Background: an optimization exercise with open tools, aiming at small area, a short achievable clock period and few clock cycles per item. Do not read the settings as production practice. At most, simulation tests tie the RTL to the original design; equivalence was not proved. For runs 1 to 3, only the layout was checked, not whether the RTL still works.

## flow/design.v

```verilog
module fft2d_top (
  input  logic                          clk,
  input  logic                          arst_n,
  input  logic                          in_valid,
  output logic                          in_ready,
  input  logic signed [16-1:0]  in_re,
  input  logic signed [16-1:0]  in_im,
  output logic                          out_valid,
  input  logic                          out_ready,
  output logic signed [20-1:0] out_re,
  output logic signed [20-1:0] out_im,
  output logic                          out_last
);
  localparam int IW = 16;    
  localparam int AW = IW + 1;         
  localparam int RW = 18;   
  localparam int ZW = RW + 1;         
  localparam int OW = 20;   
  localparam int EW = 2 * RW;         
  logic                 xv;         
  logic [1:0]           xc;         
  logic signed [IW-1:0] xre, xim;   
  logic                 xgo;        
  logic                 pa;         
  logic                 pb;         
  logic                 pha;        
  logic                 phb;        
  logic                 in_fire;
  logic                 xv_n;       
  logic [1:0]           xc_n;
  logic                 pa_n;
  logic                 pb_n;
  logic signed [IW-1:0] x0r, x0i;   
  logic signed [AW-1:0] pr, pim;    
  logic signed [AW-1:0] qr, qim;    
  logic signed [AW-1:0] cr, cim;    
  logic signed [AW-1:0] dr, dim;    
  logic signed [RW-1:0] o1r, o1i;   
  logic signed [RW-1:0] o2r, o2i;
  logic signed [RW-1:0] ar, ai;     
  logic signed [RW-1:0] br, bi;     
  assign xgo     = xv && !((xc == 2'd1 && pa) || (xc == 2'd2 && pb));
  assign in_fire = in_valid && in_ready;
  assign xv_n = in_fire || (xv && !xgo);
  assign xc_n = xgo ? xc + 2'd1 : xc;
  assign pa_n = (xgo && xc == 2'd3) || (pa && !pha);
  assign pb_n = (xgo && xc == 2'd3) || (pb && !phb);
  always_ff @(posedge clk)
  begin
    if (in_fire)
    begin
      xre <= in_re;
      xim <= in_im;
    end
  end
  always_ff @(posedge clk or negedge arst_n)
  begin
    if (!arst_n)
    begin
      xv       <= 1'b0;
      xc       <= '0;
      pa       <= 1'b0;
      pb       <= 1'b0;
      in_ready <= 1'b1;
    end
    else
    begin
      xv       <= xv_n;
      xc       <= xc_n;
      pa       <= pa_n;
      pb       <= pb_n;
      in_ready <= !(xv_n && ((xc_n == 2'd1 && pa_n) || (xc_n == 2'd2 && pb_n)));
    end
  end
  always_comb
  begin
    if (pa)
    begin
      o1r = RW'(pr);
      o1i = RW'(pim);
      o2r = RW'(qr);
      o2i = RW'(qim);
    end
    else if (pb)
    begin
      o1r = RW'(cr);
      o1i = RW'(cim);
      o2r = RW'(dim);   
      o2i = RW'(dr);    
    end
    else
    begin
      o1r = xc[0] ? RW'(qr)  : RW'(x0r);
      o1i = xc[0] ? RW'(qim) : RW'(x0i);
      o2r = RW'(xre);
      o2i = RW'(xim);
    end
  end
  assign ar = o1r + o2r;
  assign ai = o1i + o2i;
  assign br = o1r - o2r;
  assign bi = o1i - o2i;
  always_ff @(posedge clk)
  begin
    if (xgo)
    begin
      case (xc)
        2'd0:
        begin
          x0r <= xre;
          x0i <= xim;
        end
        2'd1:
        begin
          qr  <= AW'(xre);
          qim <= AW'(xim);
        end
        2'd2:
        begin
          pr  <= AW'(ar);
          pim <= AW'(ai);
          cr  <= AW'(br);
          cim <= AW'(bi);
        end
        default:
        begin
          qr  <= AW'(ar);
          qim <= AW'(ai);
          dr  <= AW'(br);
          dim <= AW'(bi);
        end
      endcase
    end
  end
  logic [EW-1:0] w [4];
  assign w[0] = {ai, ar};
  assign w[1] = {bi, ar};
  assign w[2] = {bi, br};
  assign w[3] = {ai, br};
  logic [15:0][EW-1:0] m;        
  logic [3:0]          v;        
  logic [3:0]          e;        
  logic                mode;     
  logic                wmode;    
  logic                hmode_n;  
  logic [1:0]          wrow;     
  logic                ld1;      
  logic                cons;     
  logic [1:0]          bin;      
  logic [1:0]          rcol;     
  logic                rdf;      
  logic                flip;     
  assign e[0] = cons || !v[0];
  assign e[1] = cons || !(v[0] && v[1]);
  assign e[2] = cons || !(v[0] && v[1] && v[2]);
  assign e[3] = cons || !(v[0] && v[1] && v[2] && v[3]);
  assign pha  = pa && e[3];
  assign phb  = pb && !pa;
  assign flip = pha && (wrow == 2'd3);
  for (genvar gi = 0; gi < 4; gi++)
  begin : g_row
    for (genvar gj = 0; gj < 4; gj++)
    begin : g_col
      logic          en0;    
      logic          en1;    
      logic [EW-1:0] src0;   
      logic [EW-1:0] src1;   
      if (gj == 3)
      begin : g_t0
        assign src0 = w[gi];
        if (gi % 2 == 0)
          assign en0 = e[3] && !phb;
        else
          assign en0 = e[3] || phb;
      end
      else
      begin : g_n0
        assign src0 = m[gi*4 + gj + 1];
        assign en0  = e[gj];
      end
      if (gi == 3)
      begin : g_t1
        assign src1 = w[gj];
        if (gj % 2 == 0)
          assign en1 = e[3] && !phb;
        else
          assign en1 = e[3] || phb;
      end
      else
      begin : g_n1
        assign src1 = m[(gi+1)*4 + gj];
        assign en1  = e[gi];
      end
      always_ff @(posedge clk)
      begin
        if (wmode ? en1 : en0)
          m[gi*4 + gj] <= wmode ? src1 : src0;
      end
    end
  end
  always_ff @(posedge clk or negedge arst_n)
  begin
    if (!arst_n)
    begin
      v       <= '0;
      mode    <= 1'b0;
      wmode   <= 1'b0;
      hmode_n <= 1'b1;
      wrow    <= '0;
      rdf     <= 1'b0;
    end
    else
    begin
      for (int j = 0; j < 3; j++)
        if (e[j])
          v[j] <= v[j+1];
      if (e[3])
        v[3] <= phb || flip;
      if (pha)
        wrow <= wrow + 2'd1;
      if (flip)
      begin
        mode    <= ~mode;   
        hmode_n <= mode;
      end
      if (phb)
        wmode <= mode;
      if (flip)
        rdf <= 1'b1;
      else if (cons && rcol == 2'd3)
        rdf <= 1'b0;
    end
  end
  logic signed [RW-1:0] hr [4];   
  logic signed [RW-1:0] hi [4];
  logic                 b0, b1;   
  logic                 ng;       
  logic [OW-1:0]        t0r, t1r, t2r, t3r;   
  logic [OW-1:0]        t0i, t1i, t2i, t3i;   
  logic [OW-1:0]        u1r, v1r, u1i, v1i;   
  logic                 s1v;      
  logic                 s1l;      
  logic [OW-1:0]        sr, cr2, si, ci2;   
  logic signed [OW-1:0] yr, yi;
  logic                 oa;       
  logic                 kv;       
  logic signed [OW-1:0] kre, kim;
  logic                 klast;
  logic                 s1go;     
  for (genvar g = 0; g < 4; g++)
  begin : g_head
    logic [EW-1:0] h;
    assign h     = hmode_n ? m[g*4] : m[g];
    assign hr[g] = h[RW-1:0];
    assign hi[g] = h[EW-1:RW];
  end
  assign b0 = bin[0];
  assign b1 = bin[1];
  assign ng = b0 || b1;
  assign t0r = OW'(hr[0]);
  assign t1r = OW'(hr[2]) ^ {OW{b0}};
  assign t2r = OW'(b0 ? hi[1] : hr[1]) ^ {OW{b1}};
  assign t3r = OW'(b0 ? hi[3] : hr[3]) ^ {OW{b0 ^ b1}};
  assign t0i = OW'(hi[0]);
  assign t1i = OW'(hi[2]) ^ {OW{b0}};
  assign t2i = OW'(b0 ? hr[1] : hi[1]) ^ {OW{b0 ^ b1}};
  assign t3i = OW'(b0 ? hr[3] : hi[3]) ^ {OW{b1}};
  assign u1r = t0r ^ t1r ^ t2r;
  assign v1r = {(t0r[OW-2:0] & t1r[OW-2:0]) | (t0r[OW-2:0] & t2r[OW-2:0]) |
                (t1r[OW-2:0] & t2r[OW-2:0]), ng};
  assign u1i = t0i ^ t1i ^ t2i;
  assign v1i = {(t0i[OW-2:0] & t1i[OW-2:0]) | (t0i[OW-2:0] & t2i[OW-2:0]) |
                (t1i[OW-2:0] & t2i[OW-2:0]), ng};
  assign ld1  = rdf && !(s1v && out_valid && kv);
  assign cons = ld1 && (bin == 2'd3);
  always_ff @(posedge clk)
  begin
    if (ld1)
    begin
      sr  <= u1r ^ v1r ^ t3r;
      cr2 <= {(u1r[OW-2:0] & v1r[OW-2:0]) | (u1r[OW-2:0] & t3r[OW-2:0]) |
              (v1r[OW-2:0] & t3r[OW-2:0]), ng};
      si  <= u1i ^ v1i ^ t3i;
      ci2 <= {(u1i[OW-2:0] & v1i[OW-2:0]) | (u1i[OW-2:0] & t3i[OW-2:0]) |
              (v1i[OW-2:0] & t3i[OW-2:0]), ng};
      s1l <= (bin == 2'd3) && (rcol == 2'd3);
    end
  end
  assign yr = sr + cr2;
  assign yi = si + ci2;
  assign oa   = !out_valid || out_ready;
  assign s1go = s1v && (!kv || oa);
  always_ff @(posedge clk or negedge arst_n)
  begin
    if (!arst_n)
    begin
      s1v       <= 1'b0;
      kv        <= 1'b0;
      out_valid <= 1'b0;
      bin       <= '0;
      rcol      <= '0;
    end
    else
    begin
      s1v       <= ld1 || (s1v && !s1go);
      kv        <= oa ? (kv && s1v) : (kv || s1v);
      out_valid <= oa ? (kv || s1v) : 1'b1;
      if (ld1)
        bin <= bin + 2'd1;
      if (cons)
        rcol <= rcol + 2'd1;
    end
  end
  always_ff @(posedge clk)
  begin
    if (s1v && (kv == oa))
    begin
      kre   <= yr;
      kim   <= yi;
      klast <= s1l;
    end
    if (oa && (kv || s1v))
    begin
      out_re   <= kv ? kre : yr;
      out_im   <= kv ? kim : yi;
      out_last <= kv ? klast : s1l;
    end
  end
endmodule
```

## flow/run.sh

```bash
#!/bin/bash
# synth_recipe.tcl (not shown) runs the flow's synth.tcl, then flattens the netlist and writes it again
# the make line also repeats each setting of config.mk as NAME=value (left out here)
make -C /OpenROAD-flow-scripts/flow DESIGN_CONFIG=/design/flow/config.mk WORK_HOME=/design/flow/orfs CLKGATE_MAP_FILE= SYNTH_SCRIPT=/design/flow/synth_recipe.tcl finish
```

## flow/config.mk

```make
export PLATFORM = sky130hd
export DESIGN_NAME = fft2d_top
export DESIGN_NICKNAME = fft2d_top
export VERILOG_FILES = /design/flow/design.v
export SDC_FILE = /design/flow/constraint.sdc
export NUM_CORES = 4
export LEC_CHECK = 0
export CAP_MARGIN = 20
export CORE_MARGIN = 2
export CORE_UTILIZATION = 40
export PLACE_DENSITY = 0.6
export SETUP_SLACK_MARGIN = 3.0
export SLEW_MARGIN = 20
```

## flow/constraint.sdc

```tcl
create_clock -name core_clock -period 6.0 [get_ports {clk}]
set_input_delay 1.2000 -clock core_clock [delete_from_list [all_inputs] [get_ports {clk}]]
set_output_delay 1.2000 -clock core_clock [all_outputs]
set_load 0.01 [all_outputs]
```

==> summary.txt, run 1 <==
Floorplan
  – Top-Level Pins: 79
  – Die Y: 352 um
  – Total die area: roughly 120,000 um^2
  – Die Wd: 352 um
  – Core area: roughly 120,000 um^2
  – Starting Density: 0.403
  – Row count: 127

Final layout
  – Final Non-Filler Cells: between 5,000 and 6,000
  – Commonest cells after routing, fill and taps aside: 934 x edfxtp_1, 397 x mux2_2, 227 x inv_1, 197 x nand2_1, 174 x nor2_1
  – Commonest non-fill, non-tap cell in the layout: edfxtp_1
  – Layout cell share with drive strength beyond 1: 0.323
  – Nets: a little under 4,000
  – Fin util: 0.490
  – Layout area overhead: 21.5%

Timing
  – Setup Viol. Count Final: 0
  – Final period util: 0.609
  – Fin Setup TNS: 0 ns
  – Final count of pins violating max slew: 0
  – Worst slew pin tran: around 1.2 ns
  – Slew headroom: 0.225
  – Final hold violations: 0
  – Final Skew: 0.0266 ns
  – Tmin final: around 3.7 ns
  – Fmax: 274 MHz
  – Unrepaired setup endpoints after global routing: true

Route
  – DRC violations left: 0
  – Iter 0 DRT Violations: between 2,000 and 2,500
  – Final ANT Viol Nets: 0
  – DR pass1 iterations: 5
  – WL/cell: 20.8 um
  – Via count: 27,900
  – Via density: 5.15
  – Final WL: 113,000 um

Setup path
  – Reg2Reg Capture Point: m[440]
  – Maximum fanout along the worst path: 4
  – Worst endpoint required time: 6.43 ns
  – Type of origin of the critical path: flip-flop
  – Critical path capture point type: flip-flop
  – WS Path Type: flip-flop to flip-flop
  – Setup slack, reg-to-reg: 2.35 ns
  – Worst R2R Path Depth: 16
  – Arrival time worst endpoint: about 4.1 ns
  – Critical R2R Launch: pb

Global routing
  – Initial antenna violation count: 1
  – First-pass GRT wire length: around 170,000 um
  – Vias in the first global route: 27,500
  – Gr ovfl total: 0
  – Tot GR Track Use: 0.180
  – Largest net degree at the start of global routing: 225

Clock tree
  – Clock Latency Late Sink: 0.69 ns
  – Worst-case clock buffer depth: 3
  – Post-CTS Hold Buffers: 0
  – CTS H-tree depth: 3
  – CTS buffer count: 101
  – CTS tree: built
  – Clk root buf: clkbuf_16
  – Worst-path clk slew: roughly 0.06 ns
  – Clock Sinks: 957

Logic synthesis
  – Synth Area per Inst: 13.8 um^2
  – Seq/Total Area, Yosys: 0.591
  – Synth Flop Type: edfxtp_1
  – FFs w/ async S/R, synth: 0.0240
  – Cell taking the most area after synthesis: edfxtp_1
  – Mapped Area: 48,400 um^2
  – Number of flops mapped to enable cells by yosys: 934
  – Seq cells post-synth: 957
  – Synth top area share: 0.579
  – Synth warn: 4
  – Post-Syn Instances: 3,497
  – Syn nets: around 3,700
  – Distinct cells, synth: a little under 90
  – Synth area leaders: edfxtp_1 58%, mux2_2 10%, mux4_2 3.4%

Placed design
  – I/O Buffers: 78
  – Final HPWL DP: 73,600 um
  – Cells after DPL: 5,051
  – RePlAce Congestion: 0.895

Run status
  – Outcome: complete, no violations

Worst hold path
  – Hold Path Depth: 0
  – Hold Crit Start: s1l
  – Worst hold path type: flip-flop to flip-flop
  – Worst hold path endpoint: klast

Flow run
  – Max cap viols: 0
-- cell families after synthesis --
| family | Yosys count | share of synthesized area |
|---|---|---|
| xor+xnor | 199 | 0.0365 |
| fa+ha+maj | 196 | 0.0630 |
| mux | 606 | 0.155 |
| flops | 957 | 0.591 |
| buf+inv | 442 | 0.0348 |
| compound gates | 531 | 0.0678 |
| simple gates | 566 | 0.0514 |
-- metrics by stage --
| stage | worst slack (ns) | hold slack (ns) | instance area [um^2] |
|---|---|---|---|
| final | 2.35 | 0.457 | 58800 |
| after global routing | 2.26 | 0.487 | 58800 |
| after CTS | 2.35 | 0.465 | 57500 |
| after detailed placement | 1.59 | 0.448 | 51300 |
| after global placement | 1.40 | 0.444 | 51300 |
| after floorplan | 2.16 | 0.422 | 49000 |
-- critical path, cell delays in order, from the launching register on --
cell     delay [ns]
dfrtp_4        0.52
buf_12         0.15
buf_12         0.12
nor2b_4        0.11
o31a_1         0.32
buf_6          0.14
buf_6          0.10
fa_2           0.37
nor2b_4        0.13
o31a_1         0.25
buf_4          0.15
buf_6          0.09
o21a_1         0.12
o21a_1         0.18
o21a_4         0.22
mux2i_4        0.33
nand2_1        0.09
-- area by class of cell --
type                       count  area (um^2)
fill                       10200        61100
sequential                   957        28600
multi-input combinational   2100        20800
timing repair buffer         303         3110
clock buffer                 124         2640
tap                         1612         2020
inverter                     263         1030
clock inverter                64          579
antenna                        1         2.50
-- worst max-delay path by stage --
stage,startpoint,endpoint,slack [ns],depth (start not counted)
floorplan,wmode,m[216],2.16,3
global placement,pa,m[441],1.40,9
detailed placement,pb,m[448],1.59,12
CTS,xc[0],m[142],2.35,15
global route,pb,m[142],2.26,15
finish,pb,m[440],2.35,16
-- metal layers --
metal	vias to the layer above	global-route usage	wire (um)
li1	13300	-	-
met1	13700	0.272	54900
met2	767	0.272	50000
met3	169	0.0242	5560
met4	0	0.0477	2500
met5	-	0	0
-- state kept, by name (all words and copies together) (netlist names), 17 cells and up --
register,flops
m,576
cr2,20
kim,20
kre,20
out_im,20
out_re,20
ci2,19
si,19
sr,19
cim,17
cr,17
dim,17
dr,17
qim,17
qr,17
-- Yosys cell counts (all sizes together), types with 5 or more instances --
library cell    n
o21bai         13
o21ai         181
nor2b          25
a21o           48
o31a            5
o211ai          5
mux2          433
and2           11
a311oi          6
ha            115
xor2           44
nand2         216
or2             8
edfxtp        934
a21oi         153
nor2          191
nand4           5
fa             80
buf            51
a211oi         10
o21a           33
a2111oi         6
mux4           72
dfrtp          21
clkbuf        128
nand2b         15
or3             6
nand3          27
nor3           32
xnor2         155
a31oi          17
inv           262
mux2i         101
and3           14
o31ai          12
-- repair_timing --
| item | 4_1_cts | 5_1_grt |
|---|---|---|
| setup buffers | 118 | 63 |
| pin swaps | 75 | 90 |
| cloned | 2 | 1 |
| setup endpoints to repair | 786 | 554 |
| gates resized for setup | 394 | 194 |
==> inputs of run 2 (changes only) <==
--- a/flow/config.mk
+++ b/flow/config.mk
@@ -6,4 +6,5 @@
 export NUM_CORES = 4
 export LEC_CHECK = 0
+export ABC_AREA = 1
 export CAP_MARGIN = 20
 export CORE_MARGIN = 2
==> run 2 against run 1 <==
  * Critical path depth rose by 3
  * Die area rose by 1.9%
  * Sequential share of layout area down 3.5 points
==> summary.txt, run 2 <==
Floorplan
  – Die Y: 355 um (+0.96%)
  – Row count: 128 (+0.79%)
  – Top-Level Pins: 79 (unchanged)
  – Total die area: 126,000 um^2 (+1.9%)
  – Die Wd: 355 um (+0.96%)
  – Starting Density: 0.404 (+0.000911)
  – Core area: 122,000 um^2 (+1.7%)

Route
  – Via density: 5.12 (-0.59%)
  – DR pass1 iterations: 6 (+1)
  – Final WL: 140,000 um (+24%)
  – Final ANT Viol Nets: 0 (unchanged)
  – WL/cell: 19.6 um (-5.9%)
  – Met2 wire length: 64,400 um (+29%)
  – Metal3 WL: 8450 um (+52%)
  – Iter 0 DRT Violations: 3,306 (+45%)
  – Via count: 36,600 (+31%)
  – Met1 wire length: 60,400 um (+10%)
  – Highest metal used: met4
  – DRC violations left: 0 (unchanged)

Final layout
  – Multi-input combinational cell area: 22,400 um^2 (+7.6%)
  – Top reg by flops: m
  – Layout cell share with drive strength beyond 1: 0.227 (-0.0956)
  – Fillers: 10,400 (+2.6%)
  – Flip-flop count of the largest register after layout: 576 (unchanged)
  – Commonest non-fill, non-tap cell in the layout: nand2_1
  – Register area: 28,600 um^2 (about the same)
  – Final Non-Filler Cells: 7,157 (+32%)
  – Nets: 5,679 (+44%)
  – Layout area overhead: 28.5%
  – Commonest cells after routing, fill and taps aside: 1,599 x nand2_1, 934 x edfxtp_1, 487 x inv_1, 386 x o21ai_0, 202 x buf_4

Setup path
  – Worst-path cell chain: buf_12 > buf_12 > nor2_4 > buf_12 > buf_12 > buf_16 > nand2_1 > o211ai_1 > ha_4 > buf_6 > nor2_4 > nand2_1 > nand2_2 > nand2_2 > nand3_4 > nand2_1 > and2_4 > nand2_1 > o21ai_0
  – Worst endpoint required time: 6.43 ns (about the same)
  – WS Path Type: flip-flop to flip-flop
  – Start point of the critical path: pa
  – Critical path capture point type: flip-flop
  – Slowest CP cell: dfrtp_2
  – Critical R2R Launch: pa
  – Arrival time worst endpoint: 3.71 ns (-0.37 ns)
  – CP max stage delay: 0.44 ns (-0.08 ns)
  – Type of origin of the critical path: flip-flop
  – Maximum fanout along the worst path: 6 (+2)

Logic synthesis
  – Cell taking the most area after synthesis: edfxtp_1
  – Synth area leaders: edfxtp_1 57%, nand2_1 14%, o21ai_0 4.7%
  – FFs w/ async S/R, synth: 0.0240 (unchanged)
  – Most frequent cells after synthesis: 1,831 x nand2_1, 934 x edfxtp_1, 536 x inv_1
  – Mapped Area: 49,300 um^2 (+2.0%)
  – Seq cells post-synth: 957 (unchanged)
  – Seq/Total Area, Yosys: 0.580 (-0.0113)
  – Synth top area share: 0.568 (-0.0111)
  – Synth Flop Type: edfxtp_1
  – Distinct cells, synth: 47 (-46%)
  – Synth warn: 4 (unchanged)
  – Synth Area per Inst: 9.61 um^2 (-31%)
  – Post-Syn Instances: 5,136 (+47%)
  – Most frequent cell after synthesis: nand2_1
  – Syn nets: 5,367 (+44%)
  – Number of flops mapped to enable cells by yosys: 934 (unchanged)

Global routing
  – Largest net degree at the start of global routing: 128 (-43%)
  – Gr ovfl total: 0 (unchanged)
  – Tot GR Track Use: 0.207 (+0.0273)
  – First-pass GRT wire length: 202,000 um (+19%)
  – Vias in the first global route: 34,000 (+23%)
  – Initial antenna violation count: 1 (unchanged)

Timing
  – Setup Viol. Count Final: 0 (unchanged)
  – Final hold violations: 0 (unchanged)
  – Final Skew: 0.0314 ns (+0.00484 ns)
  – Fin Setup TNS: 0 ns (unchanged)
  – Final period util: 0.547 (-0.0614)
  – Slew headroom: 0.233 (+0.00855)
  – Final count of pins violating max slew: 0 (unchanged)
  – Tmin final: 3.28 ns (-0.369 ns)
  – Fmax: 305 MHz (+11%)
  – Unrepaired setup endpoints after global routing: true
  – Worst slew pin tran: 1.15 ns (-0.0128 ns)

Worst hold path
  – Worst hold path type: flip-flop to flip-flop
  – Hold Crit Start: xim[11]

Clock tree
  – Clk root buf: clkbuf_16
  – Post-CTS Hold Buffers: 0 (unchanged)
  – Clock Latency Late Sink: 0.71 ns (+0.02 ns)
  – Worst-path clk slew: 0.07 ns (about the same)
  – CTS tree: built
  – Worst-case clock buffer depth: 3 (unchanged)
  – Clock Sinks: 957 (unchanged)
  – CTS H-tree depth: 3 (unchanged)
  – CTS buffer count: 101 (unchanged)

Flow run
  – Max cap viols: 0 (unchanged)

Placed design
  – Cells after DPL: 6,658 (+32%)
  – RePlAce Congestion: 0.962 (+7.4%)
  – I/O Buffers: 78 (unchanged)
  – Final HPWL DP: 88,800 um (+21%)

Run status
  – Outcome: complete, no violations
-- run 2: cell count changes in the layout (fill, tap and decap cells not counted), sizes merged, moves of 106 or more --
cell	change
buf	+122
inv	+293
mux2	-431
nand2	+1621
nand3	+162
o21ai	+341
xnor2	-147
xor2	+106
-- run 2: repair_timing --
item / in CTS / in global routing
pin swaps: 128 / 214
setup buffers: 147 / 141
cloned: 13 / 10
resized for setup: 607 / 695
endpoints found under the setup margin: 1027 / 716
-- run 2: per-layer routing --
metal,vias to the layer above,track usage
met5,-,0
met4,0,0.0757
met3,396,0.0278
met2,1334,0.336
met1,17400,0.285
li1,17500,-
-- run 2: worst max-delay path: cells and delay by family, from the launching register on --
kind                       cells  cell delay, ns
and+or+nand+nor               10            1.14
buffers and inverters          6            0.87
DFF                            1            0.44
adders and majority gates      1            0.31
AOI/OAI and AO/OA              2            0.25
-- run 2: layout make-up --
class	count	area share
tap	1625	0.0321
sequential	957	0.452
multi-input combinational	3399	0.353
antenna	1	0.0000395
clock buffer	120	0.0418
timing repair inverter	2	0.000276
inverter	554	0.0351
clock inverter	66	0.0112
timing repair buffer	433	0.0750
-- run 2: kinds of logic (layout without fill, tap and decap cells) --
| kind of cell | count (synthesis) | in the layout | synth area share |
|---|---|---|---|
| other | 0 | 1 | 0 |
| buffers and inverters | 783 | 1175 | 0.0628 |
| AND/OR/NAND/NOR | 2332 | 2335 | 0.189 |
| XOR/XNOR | 158 | 158 | 0.0296 |
| flip-flops | 957 | 957 | 0.580 |
| adder cells (fa/ha/maj) | 195 | 195 | 0.0616 |
| AO/OA/AOI/OAI | 709 | 709 | 0.0766 |
| multiplexers | 2 | 2 | 0.000456 |
-- run 2: path summary, 6_finish.rpt --
kind	cells past startpoint	slack, ns	endpoint
worst max-delay path	19	2.72	m[513]
worst min-delay path	0	0.44	x0i[11]
worst max register to register	19	2.72	m[513]
worst min register to register	0	0.44	x0i[11]
max in group asynchronous	2	4.75	hmode_n
min in group asynchronous	2	0.91	out_valid
-- run 2: through the flow --
step / hold WS, ns / cell area (um^2) / utilization / setup WS [ns]
4_1_cts: 0.448 / 59200 / 0.485 / 2.76
3_5_place_dp: 0.436 / 51700 / 0.423 / 1.79
6_report: 0.442 / 63400 / 0.520 / 2.72
2_1_floorplan: 0.423 / 49500 / - / 2.74
5_1_grt: 0.473 / 63400 / 0.520 / 2.63
3_3_place_gp: 0.430 / 51700 / 0.423 / 1.93
==> inputs of run 3 (changes only) <==
--- a/flow/design.v
+++ b/flow/design.v
@@ -73,28 +73,39 @@
     end
   end
-  always_comb
+  logic sel_pq, sel_cd, sel_q, sel_x0;           
+  logic sel_pq_n, sel_cd_n, sel_q_n, sel_x0_n;   
+  always_ff @(posedge clk or negedge arst_n)
   begin
-    if (pa)
+    if (!arst_n)
     begin
-      o1r = RW'(pr);
-      o1i = RW'(pim);
-      o2r = RW'(qr);
-      o2i = RW'(qim);
-    end
-    else if (pb)
-    begin
-      o1r = RW'(cr);
-      o1i = RW'(cim);
-      o2r = RW'(dim);   
-      o2i = RW'(dr);    
+      sel_pq   <= 1'b0;
+      sel_cd   <= 1'b0;
+      sel_q    <= 1'b0;
+      sel_x0   <= 1'b1;
+      sel_pq_n <= 1'b1;
+      sel_cd_n <= 1'b1;
+      sel_q_n  <= 1'b1;
+      sel_x0_n <= 1'b0;
     end
     else
     begin
-      o1r = xc[0] ? RW'(qr)  : RW'(x0r);
-      o1i = xc[0] ? RW'(qim) : RW'(x0i);
-      o2r = RW'(xre);
-      o2i = RW'(xim);
+      sel_pq   <= pa_n;
+      sel_cd   <= !pa_n && pb_n;
+      sel_q    <= !pb_n && xc_n[0];
+      sel_x0   <= !pb_n && !xc_n[0];
+      sel_pq_n <= !pa_n;
+      sel_cd_n <= pa_n || !pb_n;
+      sel_q_n  <= pb_n || !xc_n[0];
+      sel_x0_n <= pb_n || xc_n[0];
     end
   end
+  assign o1r = ({RW{sel_pq}} & RW'(pr)) | ({RW{sel_cd}} & RW'(cr)) |
+               ({RW{sel_q}} & RW'(qr)) | ({RW{sel_x0}} & RW'(x0r));
+  assign o1i = ({RW{!sel_pq_n}} & RW'(pim)) | ({RW{!sel_cd_n}} & RW'(cim)) |
+               ({RW{!sel_q_n}} & RW'(qim)) | ({RW{!sel_x0_n}} & RW'(x0i));
+  assign o2r = ({RW{sel_pq}} & RW'(qr)) | ({RW{sel_cd}} & RW'(dim)) |
+               ({RW{!sel_pq && !sel_cd}} & RW'(xre));
+  assign o2i = ({RW{!sel_pq_n}} & RW'(qim)) | ({RW{!sel_cd_n}} & RW'(dr)) |
+               ({RW{sel_pq_n && sel_cd_n}} & RW'(xim));
   assign ar = o1r + o2r;
   assign ai = o1i + o2i;
--- a/flow/config.mk
+++ b/flow/config.mk
@@ -11,4 +11,4 @@
 export CORE_UTILIZATION = 40
 export PLACE_DENSITY = 0.6
-export SETUP_SLACK_MARGIN = 3.0
+export SETUP_SLACK_MARGIN = 3.5
 export SLEW_MARGIN = 20
==> run 3 against run 2 <==
  * Still clean
  * Clock skew down 0.0040 ns
  * Via count rose by 7.4%
  * Critical path depth decreased by 2
  * Final cell count grew 3.3%
  * Die area grew 0.60%
  * Sequential share of layout area down 2.8 points
  * First-iteration DRC count grew 20%
  * Register-to-register slack better by 0.23 ns
  * Sequential cell count is 7 higher
  * Worst setup slack gained 0.23 ns
  * Hold slack improved by 0.0088 ns
==> summary.txt, run 3 <==
Final layout
  – Fin util: 0.552 (+0.0321)
  – Fin area: 68,100 um^2 (+7.4%)
  – Layout cell share with drive strength beyond 1: 0.338 (+0.111)
  – Top reg by flops: m
  – Final Non-Filler Cells: 7,394 (+3.3%)
  – Commonest cells after routing, fill and taps aside: 1,589 x nand2_1, 934 x edfxtp_1, 418 x inv_1, 248 x buf_4, 235 x o21ai_0
  – Flip-flop count of the largest register after layout: 576 (unchanged)
  – Commonest non-fill, non-tap cell in the layout: nand2_1
  – Nets: 5,896 (+3.8%)
  – Layout area overhead: 37.2%

Logic synthesis
  – Seq cells post-synth: 964 (+0.73%)
  – Synth Area per Inst: 9.61 um^2 (about the same)
  – Distinct cells, synth: 47 (unchanged)
  – Synth Area in Compound Gates: 0.0681 (-0.00852)
  – Number of flops mapped to enable cells by yosys: 934 (unchanged)
  – Most frequent cell after synthesis: nand2_1
  – Seq/Total Area, Yosys: 0.580 (about the same)
  – Adder-cell share of the synthesized area: 0.0612 (-0.000370)
  – Syn nets: 5,398 (+0.58%)
  – Cell taking the most area after synthesis: edfxtp_1
  – Synth Area in Simple Gates: 0.195 (+0.00648)
  – Main combinational cell family by area after synthesis: simple AND/OR/NAND/NOR gates
  – Synth warn: 4 (unchanged)
  – Post-synthesis mux area share: 0.000454 (-0.00000274)
  – Synth Flop Type: edfxtp_1
  – FFs w/ async S/R, synth: 0.0311 (+0.00709)
  – Mapped Area: 49,600 um^2 (+0.60%)
  – Post-Syn Instances: 5,167 (+0.60%)
  – Most frequent cells after synthesis: 1,971 x nand2_1, 934 x edfxtp_1, 559 x inv_1
  – Synth area leaders: edfxtp_1 56%, nand2_1 15%, o21ai_0 4.3%
  – Post-Synth XOR/XNOR Area: 0.0297 (+0.000176)
  – Synth top area share: 0.565 (-0.00341)

Clock tree
  – Worst-path clk slew: 0.06 ns (about the same)
  – CTS tree: built
  – Clock Sinks: 964 (+0.73%)
  – Clk root buf: clkbuf_16
  – Post-CTS Hold Buffers: 0 (unchanged)
  – Clock Latency Late Sink: 0.70 ns (about the same)
  – CTS H-tree depth: 3 (unchanged)
  – CTS buffer count: 102 (+0.99%)
  – Worst-case clock buffer depth: 3 (unchanged)

Setup path
  – WS Path Type: flip-flop to flip-flop
  – CP dominant cell by count: nand2_4
  – Maximum fanout along the worst path: 8 (+2)
  – Arrival time worst endpoint: 3.50 ns (-0.21 ns)
  – CP delay by family, top: simple AND/OR/NAND/NOR gates
  – Buf/Inv on CP: 4 (-2)
  – CP max stage delay: 0.54 ns (+0.10 ns)
  – Type of origin of the critical path: flip-flop
  – Critical path capture point type: flip-flop
  – Slowest CP cell: dfstp_2
  – Worst endpoint required time: 6.45 ns (+0.02 ns)
  – Worst-path cell chain: buf_12 > nand2_8 > clkinv_8 > nand2_4 > o211ai_1 > ha_2 > inv_2 > fa_2 > inv_2 > nand3_2 > nand2_4 > nand2_4 > nand2_4 > nand3b_1 > nand2_2 > nand2_4 > and2_4

Timing
  – Final Skew: 0.0274 ns (-0.00396 ns)
  – Unrepaired setup endpoints after global routing: true
  – Tmin final: 3.05 ns (-0.229 ns)
  – Fin Setup TNS: 0 ns (unchanged)
  – Slew headroom: 0.328 (+0.0942)
  – Final setup margin: 2.95 ns (+0.229 ns)
  – WHS: 0.451 ns (+0.00885 ns)
  – Final hold violations: 0 (unchanged)
  – Fmax: 327 MHz (+7.5%)
  – Final count of pins violating max slew: 0 (unchanged)
  – Final period util: 0.509 (-0.0382)
  – Setup Viol. Count Final: 0 (unchanged)
  – Worst slew pin tran: 1.01 ns (-0.141 ns)

Worst hold path
  – Worst hold path type: flip-flop to flip-flop

Floorplan
  – Die Wd: 356 um (+0.30%)
  – Row count: 129 (+0.78%)
  – Core area: 123,000 um^2 (+1.2%)
  – Starting Density: 0.402 (-0.00230)
  – Die Y: 356 um (+0.30%)
  – Total die area: 127,000 um^2 (+0.60%)
  – Top-Level Pins: 79 (unchanged)

Global routing
  – Initial antenna violation count: 2 (+1)
  – First-pass GRT wire length: 236,000 um (+17%)
  – Vias in the first global route: 37,900 (+11%)
  – Tot GR Track Use: 0.246 (+0.0389)
  – Gr ovfl total: 0 (unchanged)
  – Largest net degree at the start of global routing: 136 (+6.3%)

Route
  – Final ANT Viol Nets: 0 (unchanged)
  – DRC violations left: 0 (unchanged)
  – Final WL: 169,000 um (+20%)
  – WL/cell: 22.8 um (+16%)
  – Via count: 39,300 (+7.4%)
  – DR pass1 iterations: 6 (unchanged)
  – Iter 0 DRT Violations: 3,979 (+20%)
  – Via density: 5.32 (+3.9%)

Placed design
  – Final HPWL DP: 94,200 um (+6.1%)
  – RePlAce Congestion: 0.935 (-2.8%)
  – I/O Buffers: 78 (unchanged)
  – Post-Place Worst Slack: 2.25 ns (+0.461 ns)
  – Placed inst area: 52,300 um^2 (+1.3%)
  – Cells after DPL: 6,691 (+0.50%)

Run status
  – Outcome: complete, no violations

Flow run
  – Max cap viols: 0 (unchanged)
run 3: area by class of cell:
cell class	instances	area, um^2
Fill cell	9946	55300
Sequential cell	964	28800
Multi-Input combinational cell	3422	24600
Timing Repair Buffer	590	6580
Clock buffer	133	2760
Inverter	575	2410
Tap cell	1637	2050
Clock inverter	61	788
Timing Repair inverter	10	101
Antenna cell	2	5.00
run 3: layer usage:
metal | up-vias | track usage | wire length (um)
met5 | - | 0 | 14
met4 | 2 | 0.122 | 10700
met3 | 575 | 0.0355 | 11100
met2 | 1807 | 0.414 | 81200
met1 | 19000 | 0.312 | 65700
li1 | 17900 | - | -
run 3: worst paths after layout:
check                           cells after the start  slack (ns)      end     start
worst max-delay path                               17        2.95  pim[14]  sel_pq_n
worst min-delay path                                0        0.45  x0i[10]   xim[10]
worst max register to register                     17        2.95  pim[14]  sel_pq_n
worst min register to register                      0        0.45  x0i[10]   xim[10]
max in group asynchronous                           1        4.55   bin[0]    arst_n
min in group asynchronous                           1        0.67       pa    arst_n
run 3: kinds of logic after synthesis:
family	count (synthesis)
buffers and inverters	795
AND/OR/NAND/NOR	2420
XOR/XNOR	160
AO/OA/AOI/OAI	631
adder cells (fa/ha/maj)	195
flip-flops	964
multiplexers	2
run 3: timing repair:
item                                    in CTS  in global routing
pin swaps                                  296                296
setup buffers                              335                122
endpoints found under the setup margin    1369                671
gates cloned                                39                 10
gates resized for setup                   1452                646
==> inputs of run 4 (changes only) <==
--- a/flow/design.v
+++ b/flow/design.v
@@ -75,28 +75,14 @@
   logic sel_pq, sel_cd, sel_q, sel_x0;           
   logic sel_pq_n, sel_cd_n, sel_q_n, sel_x0_n;   
-  always_ff @(posedge clk or negedge arst_n)
+  always_ff @(posedge clk)
   begin
-    if (!arst_n)
-    begin
-      sel_pq   <= 1'b0;
-      sel_cd   <= 1'b0;
-      sel_q    <= 1'b0;
-      sel_x0   <= 1'b1;
-      sel_pq_n <= 1'b1;
-      sel_cd_n <= 1'b1;
-      sel_q_n  <= 1'b1;
-      sel_x0_n <= 1'b0;
-    end
-    else
-    begin
-      sel_pq   <= pa_n;
-      sel_cd   <= !pa_n && pb_n;
-      sel_q    <= !pb_n && xc_n[0];
-      sel_x0   <= !pb_n && !xc_n[0];
-      sel_pq_n <= !pa_n;
-      sel_cd_n <= pa_n || !pb_n;
-      sel_q_n  <= pb_n || !xc_n[0];
-      sel_x0_n <= pb_n || xc_n[0];
-    end
+    sel_pq   <= pa_n;
+    sel_cd   <= !pa_n && pb_n;
+    sel_q    <= !pb_n && xc_n[0];
+    sel_x0   <= !pb_n && !xc_n[0];
+    sel_pq_n <= !pa_n;
+    sel_cd_n <= pa_n || !pb_n;
+    sel_q_n  <= pb_n || !xc_n[0];
+    sel_x0_n <= pb_n || xc_n[0];
   end
   assign o1r = ({RW{sel_pq}} & RW'(pr)) | ({RW{sel_cd}} & RW'(cr)) |
@@ -154,5 +140,5 @@
   logic                mode;     
   logic                wmode;    
-  logic                hmode_n;  
+  logic [3:1]          hmode;    
   logic [1:0]          wrow;     
   logic                ld1;      
@@ -217,5 +203,5 @@
       mode    <= 1'b0;
       wmode   <= 1'b0;
-      hmode_n <= 1'b1;
+      hmode   <= '0;
       wrow    <= '0;
       rdf     <= 1'b0;
@@ -233,5 +219,5 @@
       begin
         mode    <= ~mode;   
-        hmode_n <= mode;
+        hmode   <= ~hmode;
       end
       if (phb)
@@ -259,8 +245,10 @@
   logic                 klast;
   logic                 s1go;     
-  for (genvar g = 0; g < 4; g++)
+  assign hr[0] = m[0][RW-1:0];
+  assign hi[0] = m[0][EW-1:RW];
+  for (genvar g = 1; g < 4; g++)
   begin : g_head
     logic [EW-1:0] h;
-    assign h     = hmode_n ? m[g*4] : m[g];
+    assign h     = hmode[g] ? m[g] : m[g*4];
     assign hr[g] = h[RW-1:0];
     assign hi[g] = h[EW-1:RW];
--- a/flow/config.mk
+++ b/flow/config.mk
@@ -11,4 +11,4 @@
 export CORE_UTILIZATION = 40
 export PLACE_DENSITY = 0.6
-export SETUP_SLACK_MARGIN = 3.5
+export SETUP_SLACK_MARGIN = 3.0
 export SLEW_MARGIN = 20
==> run 4 against run 3 <==
  * Critical path depth shrank 10
  * Final area shrank 16%
  * Final cell count shrank 5.9%
  * Synthesized area grew 0.37%
  * Count of clock-buffer cells in the layout grew 2
  * Maximum frequency grew 3.6%
  * Critical endpoint is now sr[11]
==> summary.txt, run 4 <==
Global routing
  – Initial antenna violation count: 1 (-1)
  – Gr ovfl total: 0 (unchanged)
  – Largest net degree at the start of global routing: 240 (+76%)
  – First-pass GRT wire length: 204,000 um (-14%)
  – Tot GR Track Use: 0.211 (-0.0355)
  – Vias in the first global route: 33,100 (-13%)

Logic synthesis
  – Seq cells post-synth: 967 (+0.31%)
  – Synth Flop Type: edfxtp_1
  – Syn nets: 5,396 (-0.037%)
  – Number of flops mapped to enable cells by yosys: 934 (unchanged)
  – Distinct cells, synth: 53 (+13%)
  – Most frequent cells after synthesis: 1,976 x nand2_1, 934 x edfxtp_1, 552 x inv_1
  – Mapped Area: 49,800 um^2 (+0.37%)
  – FFs w/ async S/R, synth: 0.0259 (-0.00527)
  – Most frequent cell after synthesis: nand2_1
  – Synth area leaders: edfxtp_1 56%, nand2_1 15%, o21ai_0 4.4%
  – Post-Syn Instances: 5,165 (-0.039%)
  – Synth top area share: 0.563 (-0.00206)
  – Synth Area per Inst: 9.65 um^2 (+0.40%)
  – Seq/Total Area, Yosys: 0.579 (-0.00154)
  – Cell taking the most area after synthesis: edfxtp_1
  – Synth warn: 4 (unchanged)

Timing
  – Final count of pins violating max slew: 0 (unchanged)
  – Tmin final: 2.95 ns (-0.106 ns)
  – Final period util: 0.491 (-0.0176)
  – Final Skew: 0.0336 ns (+0.00614 ns)
  – Slew headroom: 0.230 (-0.0979)
  – Fmax: 339 MHz (+3.6%)
  – Final hold violations: 0 (unchanged)
  – Setup Viol. Count Final: 0 (unchanged)
  – Fin Setup TNS: 0 ns (unchanged)
  – Final setup margin: 3.05 ns (+0.106 ns)
  – Worst slew pin tran: 1.14 ns (+0.135 ns)
  – Unrepaired setup endpoints after global routing: true

Flow run
  – Max cap viols: 0 (unchanged)

Final layout
  – Commonest non-fill, non-tap cell in the layout: nand2_1
  – Flip-flop count of the largest register after layout: 576 (unchanged)
  – Fillers: 11,600 (+17%)
  – Layout area overhead: 15.0%
  – Commonest cells after routing, fill and taps aside: 1,936 x nand2_1, 934 x edfxtp_1, 538 x inv_1, 414 x o21ai_0, 154 x nand3_1
  – Layout cell share with drive strength beyond 1: 0.0992 (-0.239)
  – Fin util: 0.464 (-0.0883)
  – Final Non-Filler Cells: 6,959 (-5.9%)
  – Nets: 5,468 (-7.3%)
  – Top reg by flops: m

Setup path
  – Arrival time worst endpoint: 3.36 ns (-0.14 ns)
  – Worst-path cell chain: buf_12 > o21ai_1 > o21ai_0 > xor2_1 > fa_1 > inv_1 > fa_1
  – WS Path Type: flip-flop to flip-flop
  – Start point of the critical path: hmode[1]
  – Critical R2R Launch: hmode[1]
  – CP dominant cell by count: fa_1
  – Slowest CP cell: o21ai_1
  – Maximum fanout along the worst path: 15 (+7)
  – Setup slack, reg-to-reg: 3.05 ns (+0.11 ns)
  – CP max stage delay: 0.62 ns (+0.08 ns)
  – Type of origin of the critical path: flip-flop
  – Worst endpoint required time: 6.41 ns (-0.04 ns)
  – Critical path capture point type: flip-flop

Route
  – Via density: 4.94 (-7.0%)
  – Final WL: 135,000 um (-20%)
  – Iter 0 DRT Violations: 2,873 (-28%)
  – Via count: 34,400 (-12%)
  – DRC violations left: 0 (unchanged)
  – WL/cell: 19.4 um (-15%)
  – Final ANT Viol Nets: 0 (unchanged)
  – DR pass1 iterations: 6 (unchanged)

Floorplan
  – Die Wd: 357 um (+0.18%)
  – Row count: 129 (unchanged)
  – Core area: 124,000 um^2 (+0.13%)
  – Total die area: 127,000 um^2 (+0.36%)
  – Die Y: 357 um (+0.18%)
  – Top-Level Pins: 79 (unchanged)
  – Starting Density: 0.403 (+0.000942)

Clock tree
  – CTS tree: built
  – CTS H-tree depth: 3 (unchanged)
  – CTS buffer count: 104 (+2.0%)
  – Post-CTS Hold Buffers: 0 (unchanged)
  – Clk root buf: clkbuf_16
  – Worst-case clock buffer depth: 3 (unchanged)
  – Worst-path clk slew: 0.06 ns (about the same)
  – Clock Sinks: 967 (+0.31%)
  – Clock Latency Late Sink: 0.71 ns (about the same)

Placed design
  – Final HPWL DP: 96,500 um (+2.4%)
  – RePlAce Congestion: 0.968 (+3.6%)
  – Post-Place Worst Slack: 1.84 ns (-0.413 ns)
  – Cells after DPL: 6,699 (+0.12%)
  – I/O Buffers: 78 (unchanged)

Run status
  – Outcome: complete, no violations

Worst hold path
  – Worst hold path type: flip-flop to flip-flop
  – Hold Crit Start: xim[5]
==> run 4: per-stage QoR <==
stage	hold slack (ns)	cell area, um^2
after floorplan	0.423	49900
after detailed placement	0.445	52000
after global routing	0.468	57300
after CTS	0.460	56400
after global placement	0.434	52000
final	0.460	57300
==> run 4: worst paths after layout <==
check,depth (start not counted),endpoint
setup / recovery,7,sr[11]
hold / removal,0,x0i[5]
setup reg to reg,7,sr[11]
hold reg to reg,0,x0i[5]
max in group asynchronous,1,hmode[3]
min in group asynchronous,1,out_valid
==> run 4: critical path, delay by kind of cell (launching register included) <==
family	cells	cell delay, ns
xor+xnor	1	0.20
fa+ha+maj	2	0.95
buf+inv	2	0.23
compound gates	2	0.84
flops	1	0.45
==> run 4: layout make-up <==
| class | instances | area [um^2] | share of cell area |
|---|---|---|---|
| Antenna cell | 1 | 2.50 | 0.0000437 |
| Multi-Input combinational cell | 3413 | 18800 | 0.329 |
| Clock buffer | 135 | 2740 | 0.0478 |
| Timing Repair inverter | 1 | 5.00 | 0.0000873 |
| Inverter | 568 | 2220 | 0.0387 |
| Timing Repair Buffer | 182 | 1900 | 0.0331 |
| Tap cell | 1637 | 2050 | 0.0357 |
| Sequential cell | 967 | 28900 | 0.504 |
| Clock inverter | 55 | 683 | 0.0119 |
==> run 4: metal layers <==
layer	track usage	up-vias	share of wire
met5	0	-	0
met1	0.292	16200	0.45
met3	0.0235	224	0.048
met2	0.341	945	0.46
met4	0.0813	0	0.044
li1	-	17000	-
==> run 4: logic make-up after synthesis <==
kind of cell | count (synthesis) | share of synthesized area
xor+xnor | 165 | 0.0308
flops | 967 | 0.579
compound gates | 627 | 0.0680
mux | 2 | 0.000452
fa+ha+maj | 195 | 0.0610
buf+inv | 788 | 0.0659
simple gates | 2421 | 0.195
==> run 4: repair_timing <==
| item | in CTS | in global routing |
|---|---|---|
| resized for setup | 162 | 132 |
| setup endpoints to repair | 897 | 657 |
| setup buffers | 31 | 31 |
| gates cloned | 4 | 2 |
| hold endpoints to repair | 0 | 0 |
| pin swaps | 10 | 25 |
Testbench counts of run 4, summed over its fixed seeds: cycles 6,304, samples 6,144.
==> inputs of run 5 (changes only) <==
--- a/flow/config.mk
+++ b/flow/config.mk
@@ -10,4 +10,6 @@
 export CORE_MARGIN = 2
 export CORE_UTILIZATION = 40
+export CTS_CLUSTER_DIAMETER = 80
+export CTS_CLUSTER_SIZE = 24
 export PLACE_DENSITY = 0.6
 export SETUP_SLACK_MARGIN = 3.0
==> run 5 against run 4 <==
  * Utilization fell by 0.95 points
  * Synthesized cell count did not move
  * Critical path type unchanged
  * First-iteration DRC count rose by 2.8%
  * Register-to-register slack got worse by 0.06 ns
  * Wire length barely moved
  * Still clean on timing, DRC and antenna
  * Die area did not move
  * Synthesized area did not move
==> summary.txt, run 5 <==
Run status
  – Outcome: complete, no violations

Timing
  – Fmax: 333 MHz (-1.9%)
  – Fin Setup TNS: 0 ns (unchanged)
  – Final hold violations: 0 (unchanged)
  – Final Skew: 0.0417 ns (+0.00810 ns)
  – Final count of pins violating max slew: 0 (unchanged)
  – Final period util: 0.501 (+0.00962)
  – Slew headroom: 0.220 (-0.0102)
  – Unrepaired setup endpoints after global routing: true
  – Setup Viol. Count Final: 0 (unchanged)
  – Worst slew pin tran: 1.16 ns (+0.0152 ns)
  – Tmin final: 3.01 ns (+0.0577 ns)
  – WHS: 0.464 ns (+0.00464 ns)

Floorplan
  – Top-Level Pins: 79 (unchanged)
  – Total die area: 127,000 um^2 (unchanged)
  – Core area: 124,000 um^2 (unchanged)
  – Die Wd: 357 um (unchanged)
  – Starting Density: 0.403 (unchanged)
  – Die Y: 357 um (unchanged)
  – Row count: 129 (unchanged)

Clock tree
  – Clock Latency Late Sink: 0.70 ns (about the same)
  – CTS H-tree depth: 2 (-1)
  – Worst-case clock buffer depth: 3 (unchanged)
  – Clock Sinks: 967 (unchanged)
  – Post-CTS Hold Buffers: 0 (unchanged)
  – Clk root buf: clkbuf_16
  – Worst-path clk slew: 0.09 ns (+0.03 ns)
  – CTS tree: built
  – CTS buffer count: 55 (-47%)

Logic synthesis
  – Adder-cell share of the synthesized area: 0.0610 (unchanged)
  – Post-Syn Instances: 5,165 (unchanged)
  – Seq/Total Area, Yosys: 0.579 (unchanged)
  – Synth Area in Simple Gates: 0.195 (unchanged)
  – Synth Flop Type: edfxtp_1
  – Synth Area in Compound Gates: 0.0680 (unchanged)
  – FFs w/ async S/R, synth: 0.0259 (unchanged)
  – Syn nets: 5,396 (unchanged)
  – Synth Area per Inst: 9.65 um^2 (unchanged)
  – Synth top area share: 0.563 (unchanged)
  – Distinct cells, synth: 53 (unchanged)
  – Cell taking the most area after synthesis: edfxtp_1
  – Number of flops mapped to enable cells by yosys: 934 (unchanged)
  – Synth area leaders: edfxtp_1 56%, nand2_1 15%, o21ai_0 4.4%
  – Most frequent cells after synthesis: 1,976 x nand2_1, 934 x edfxtp_1, 552 x inv_1
  – Seq cells post-synth: 967 (unchanged)
  – Post-Synth XOR/XNOR Area: 0.0308 (unchanged)
  – Post-synthesis mux area share: 0.000452 (unchanged)
  – Main combinational cell family by area after synthesis: simple AND/OR/NAND/NOR gates
  – Synth warn: 4 (unchanged)
  – Mapped Area: 49,800 um^2 (unchanged)
  – Most frequent cell after synthesis: nand2_1

Global routing
  – Tot GR Track Use: 0.210 (-0.000957)
  – Gr ovfl total: 0 (unchanged)
  – Initial antenna violation count: 3 (+2)
  – M2 GR Usage: 0.345 (+0.00450)
  – Top Usage Layer GRT: met2
  – Met1 Resource Use GR: 0.294 (+0.00144)
  – Routing usage on met3: 0.0183 (-0.00515)
  – First-pass GRT wire length: 203,000 um (-0.45%)
  – Largest net degree at the start of global routing: 240 (unchanged)
  – Vias in the first global route: 32,600 (-1.6%)

Final layout
  – Commonest non-fill, non-tap cell in the layout: nand2_1
  – Top reg by flops: m
  – Nets: 5,424 (-0.80%)
  – Layout cell share with drive strength beyond 1: 0.0999 (+0.000675)
  – Commonest cells after routing, fill and taps aside: 1,919 x nand2_1, 934 x edfxtp_1, 536 x inv_1, 411 x o21ai_0, 133 x nand3_1
  – Layout area overhead: 12.7%
  – Flip-flop count of the largest register after layout: 576 (unchanged)

Placed design
  – RePlAce Congestion: 0.968 (unchanged)
  – Final HPWL DP: 96,500 um (unchanged)
  – I/O Buffers: 78 (unchanged)

Worst hold path
  – Worst hold path type: flip-flop to flip-flop
  – Hold Path Depth: 0 (unchanged)

Setup path
  – Type of origin of the critical path: flip-flop
  – Critical path capture point type: flip-flop
  – Worst endpoint required time: 6.44 ns (+0.03 ns)
  – Arrival time worst endpoint: 3.45 ns (+0.09 ns)
  – Maximum fanout along the worst path: 4 (-11)
  – Worst R2R Path Depth: 16 (+9)
  – WS Path Type: flip-flop to flip-flop

Route
  – Via density: 4.96 (+0.41%)
  – DRC violations left: 0 (unchanged)
  – DR pass1 iterations: 5 (-1)
  – Final ANT Viol Nets: 0 (unchanged)
  – Via count: 34,100 (-0.82%)
  – WL/cell: 19.6 um (+1.2%)
  – Iter 0 DRT Violations: 2,954 (+2.8%)
  – Final WL: 135,000 um (about the same)

Flow run
  – Max cap viols: 0 (unchanged)
-- run 5: cell types whose count changed in the layout (fill, tap and decap cells not counted), sizes merged --
cell,change
nand2,-1
buf,+5
bufinv,-9
clkbuf,-59
bufbuf,+1
clkdlybuf4s50,+1
dlymetal6s2s,-1
clkinv,-30
inv,+3
diode,+1
clkinvlp,+4
-- run 5: cell type report --
cell class | instances | area (um^2)
fill | 11700 | 67500
sequential | 967 | 28900
multi-input combinational | 3412 | 19100
inverter | 568 | 2220
tap | 1637 | 2050
timing repair buffer | 188 | 2010
clock buffer | 76 | 1510
clock inverter | 23 | 350
timing repair inverter | 1 | 5.00
antenna | 2 | 5.00
-- run 5: through the flow --
stage,setup WS (ns),cell area [um^2],std cells,utilization
6_report,2.99,56100,6874,0.454
5_1_grt,2.91,56100,6872,0.454
4_1_cts,3.00,54900,6829,0.444
3_5_place_dp,1.84,52000,6699,0.420
3_3_place_gp,1.89,52000,6699,0.420
2_1_floorplan,2.98,49900,5165,-
-- run 5: kinds of logic (layout without fill, tap and decap cells) --
| logic type | after synthesis | in the layout |
|---|---|---|
| simple gates | 2421 | 2423 |
| flops | 967 | 967 |
| buf+inv | 788 | 856 |
| compound gates | 627 | 627 |
| fa+ha+maj | 195 | 195 |
| xor+xnor | 165 | 165 |
| mux | 2 | 2 |
| other cells | 0 | 2 |
-- run 5: critical path: stages, from the launching register on --
cell      delay [ns]
dfxtp_4         0.38
buf_12          0.13
nor2_4          0.22
buf_6           0.14
nand2_2         0.03
o211ai_1        0.14
ha_2            0.25
inv_2           0.04
fa_2            0.40
inv_2           0.08
nand3_2         0.05
and2_4          0.18
o21ai_4         0.21
nand3_2         0.15
nand2_2         0.12
nand2_4         0.08
and2_4          0.15
-- run 5: worst paths after layout --
kind / startpoint / slack (ns) / endpoint
max: sel_pq / 2.99 / pr[16]
min: xim[5] / 0.46 / x0i[5]
max reg2reg: sel_pq / 2.99 / pr[16]
min reg2reg: xim[5] / 0.46 / x0i[5]
max in group asynchronous: arst_n / 4.79 / hmode[3]
min in group asynchronous: arst_n / 0.61 / out_valid
-- run 5: layer usage --
layer | routed length [um] | part of all wire | up-vias
li1 | - | - | 16900
met1 | 61100 | 0.45 | 16200
met2 | 63200 | 0.47 | 897
met3 | 5920 | 0.044 | 169
met4 | 4740 | 0.035 | 0
met5 | 0 | 0 | -
-- run 5: repair_timing --
item,4_1_cts,5_1_grt
resized for setup,180,191
endpoints found under the setup margin,892,636
pin swaps,14,41
cloned,5,2
setup buffers,26,40
==> inputs of run 6 (changes only) <==
--- a/flow/config.mk
+++ b/flow/config.mk
@@ -10,6 +10,6 @@
 export CORE_MARGIN = 2
 export CORE_UTILIZATION = 40
-export CTS_CLUSTER_DIAMETER = 80
-export CTS_CLUSTER_SIZE = 24
+export CTS_CLUSTER_DIAMETER = 100
+export CTS_CLUSTER_SIZE = 30
 export PLACE_DENSITY = 0.6
 export SETUP_SLACK_MARGIN = 3.0
==> run 6 against run 5 <==
  * Final area down 1.0%
  * First-iteration DRC count down 1.9%
  * Sequential cell count unchanged
  * Die area unchanged
  * Synthesized area unchanged
  * Utilization down 0.46 points
  * Hold slack better by 0.0013 ns
  * Count of clock-buffer cells in the layout down 13
  * Register-to-register slack better by 0.08 ns
  * Non-clock buffer count down 5
  * Wire length down 0.35%
  * Critical path type unchanged
==> summary.txt, run 6 <==
Run status
  – Outcome: complete, no violations

Timing
  – Unrepaired setup endpoints after global routing: true
  – WHS: 0.465 ns (+0.00134 ns)
  – Final hold violations: 0 (unchanged)
  – Tmin final: 2.92 ns (-0.0817 ns)
  – Fmax: 342 MHz (+2.8%)
  – Final period util: 0.487 (-0.0136)
  – Final setup margin: 3.08 ns (+0.0817 ns)
  – Slew headroom: 0.280 (+0.0603)
  – Final count of pins violating max slew: 0 (unchanged)
  – Final Skew: 0.0490 ns (+0.00729 ns)
  – Worst slew pin tran: 1.07 ns (-0.0895 ns)
  – Setup Viol. Count Final: 0 (unchanged)
  – Fin Setup TNS: 0 ns (unchanged)

Logic synthesis
  – Synth warn: 4 (unchanged)
  – Synth Area per Inst: 9.65 um^2 (unchanged)
  – Synth area leaders: edfxtp_1 56%, nand2_1 15%, o21ai_0 4.4%
  – Cell taking the most area after synthesis: edfxtp_1
  – FFs w/ async S/R, synth: 0.0259 (unchanged)
  – Seq cells post-synth: 967 (unchanged)
  – Synth Flop Type: edfxtp_1
  – Post-Syn Instances: 5,165 (unchanged)
  – Syn nets: 5,396 (unchanged)
  – Mapped Area: 49,800 um^2 (unchanged)
  – Synth top area share: 0.563 (unchanged)
  – Distinct cells, synth: 53 (unchanged)
  – Seq/Total Area, Yosys: 0.579 (unchanged)
  – Most frequent cells after synthesis: 1,976 x nand2_1, 934 x edfxtp_1, 552 x inv_1
  – Most frequent cell after synthesis: nand2_1
  – Number of flops mapped to enable cells by yosys: 934 (unchanged)

Route
  – Final WL: 135,000 um (-0.35%)
  – Via density: 4.96 (-0.16%)
  – WL/cell: 19.6 um (about the same)
  – Iter 0 DRT Violations: 2,899 (-1.9%)
  – Final ANT Viol Nets: 0 (unchanged)
  – Via count: 34,000 (-0.50%)
  – DRC violations left: 0 (unchanged)
  – DR pass1 iterations: 6 (+1)

Final layout
  – Commonest non-fill, non-tap cell in the layout: nand2_1
  – Fillers: 11,800 (+0.26%)
  – Commonest cells after routing, fill and taps aside: 1,930 x nand2_1, 934 x edfxtp_1, 535 x inv_1, 414 x o21ai_0, 143 x nand3_1
  – Fin area: 55,600 um^2 (-1.0%)
  – Layout cell share with drive strength beyond 1: 0.0907 (-0.00917)
  – Flip-flop count of the largest register after layout: 576 (unchanged)
  – Layout area overhead: 11.5%
  – Nets: 5,410 (-0.26%)
  – Multi-input combinational cell area: 19,000 um^2 (-0.47%)
  – Top reg by flops: m
  – Register area: 28,900 um^2 (unchanged)

Clock tree
  – CTS tree: built
  – Clk root buf: clkbuf_16
  – Post-CTS Hold Buffers: 0 (unchanged)
  – CTS H-tree depth: 2 (unchanged)
  – Worst-path clk slew: 0.12 ns (+0.03 ns)
  – Worst-case clock buffer depth: 3 (unchanged)
  – Clock Sinks: 967 (unchanged)
  – Clock Latency Late Sink: 0.69 ns (about the same)
  – CTS buffer count: 43 (-22%)

Floorplan
  – Top-Level Pins: 79 (unchanged)
  – Core area: 124,000 um^2 (unchanged)
  – Total die area: 127,000 um^2 (unchanged)
  – Starting Density: 0.403 (unchanged)
  – Die Wd: 357 um (unchanged)
  – Row count: 129 (unchanged)
  – Die Y: 357 um (unchanged)

Global routing
  – First-pass GRT wire length: 203,000 um (-0.23%)
  – Initial antenna violation count: 0 (-3)
  – Largest net degree at the start of global routing: 240 (unchanged)
  – Gr ovfl total: 0 (unchanged)
  – Vias in the first global route: 32,500 (-0.40%)
  – Tot GR Track Use: 0.210 (about the same)

Setup path
  – Arrival time worst endpoint: 3.33 ns (-0.12 ns)
  – Type of origin of the critical path: flip-flop
  – Worst endpoint required time: 6.41 ns (-0.03 ns)
  – Setup slack, reg-to-reg: 3.08 ns (+0.08 ns)
  – Critical R2R Launch: sel_pq
  – Worst R2R Path Depth: 15 (-1)
  – Reg2Reg Capture Point: m[119]
  – Critical path capture point type: flip-flop
  – Maximum fanout along the worst path: 8 (+4)
  – WS Path Type: flip-flop to flip-flop

Worst hold path
  – Hold Crit Start: xim[5]
  – Worst hold path endpoint: x0i[5]
  – Hold Path Depth: 0 (unchanged)
  – Worst hold path type: flip-flop to flip-flop

Flow run
  – Max cap viols: 0 (unchanged)

Placed design
  – Placed inst area: 52,000 um^2 (unchanged)
  – I/O Buffers: 78 (unchanged)
  – RePlAce Congestion: 0.968 (unchanged)
  – Final HPWL DP: 96,500 um (unchanged)
  – Post-Place Worst Slack: 1.84 ns (unchanged)
==> run 6: cell counts after synthesis <==
Identical to the previous run, type by type.
==> run 6: final cells by class <==
type,count,area share
multi-input combinational,3414,0.342
inverter,568,0.0400
timing repair buffer,183,0.0350
tap,1637,0.0369
timing repair inverter,2,0.000248
antenna,1,0.0000450
clock buffer,63,0.0215
clock inverter,16,0.00435
sequential,967,0.520
==> run 6: critical path: stages (launching register included) <==
cell	delay, ns
dfxtp_4	0.40
buf_12	0.12
clkinvlp_4	0.13
buf_12	0.16
o21ai_0	0.21
a21oi_1	0.09
inv_1	0.11
ha_4	0.25
a21oi_2	0.22
nor2_1	0.07
nor2_1	0.16
nand2_4	0.10
a21oi_1	0.18
nand2_2	0.15
nand3_1	0.15
nand2_1	0.13
==> run 6: worst max path at each step <==
stage | endpoint | from | slack (ns)
6_report | m[119] | sel_pq | 3.08
5_1_grt | m[409] | sel_pq | 2.95
3_5_place_dp | m[283] | s1v | 1.84
3_3_place_gp | m[448] | sel_pq | 1.89
4_1_cts | m[409] | sel_pq | 3.00
2_1_floorplan | m[252] | out_valid | 2.98
==> run 6: cells by family after synthesis <==
kind of cell	count (synthesis)	synth area share
AND/OR/NAND/NOR	2421	0.195
multiplexers	2	0.000452
adder cells (fa/ha/maj)	195	0.0610
flip-flops	967	0.579
XOR/XNOR	165	0.0308
buffers and inverters	788	0.0659
AO/OA/AOI/OAI	627	0.0680
==> run 6: through the flow <==
stage                     utilization  instances
after global placement          0.420       6699
after detailed placement        0.420       6699
after floorplan                     -       5165
after global routing            0.449       6850
after CTS                       0.441       6811
final                           0.449       6851
==> run 6: per-layer routing <==
metal	GRT usage	part of all wire	wire [um]
met2	0.347	0.47	63400
met4	0.0651	0.034	4640
met1	0.291	0.45	60700
met5	0	0	0
met3	0.0213	0.043	5830
==> run 6: repair_timing <==
action | CTS | global route
gates cloned | 6 | 2
setup endpoints to repair | 901 | 588
setup buffers | 27 | 36
gates resized for setup | 170 | 181
pin swaps | 13 | 40

[re-timing with driven ports]
Ports are ideal in the flow. The routed layouts listed here were re-timed in OpenROAD.
Step 1: set_driving_cell puts a clkbuf_16 on clk and a buf_2 on each other input, an assumption about the parent block.
Step 2 times the ports against the registers' clock, not the clock port: input delays grow and output delays shrink by t, the midpoint of the rising clock arrivals with the driver on.
a / b / c = ideal ports / drivers / drivers and shift; a / b = the first two.
run | t, ns | setup slack, ns | worst setup path after step 2 | worst slew at a driven data input, ns
run 1 | 0.748 | 2.348 / 2.348 / 2.348 | register to register | 0.06
run 2 | 0.764 | 2.717 / 2.717 / 2.717 | register to register | 0.05
run 3 | 0.760 | 2.946 / 2.946 / 2.929 | input to register | 0.05
run 4 | 0.760 | 3.052 / 3.052 / 2.996 | input to register | 0.05
run 5 | 0.754 | 2.994 / 2.994 / 2.994 | register to register | 0.05
run 6 | 0.737 | 3.076 / 3.028 / 3.005 | input to register | 0.05
After both steps setup and hold are still met in every run listed. For run 6, which loses most, drivers alone change the setup slack by -0.048 ns; drivers and shift together by -0.071 ns.
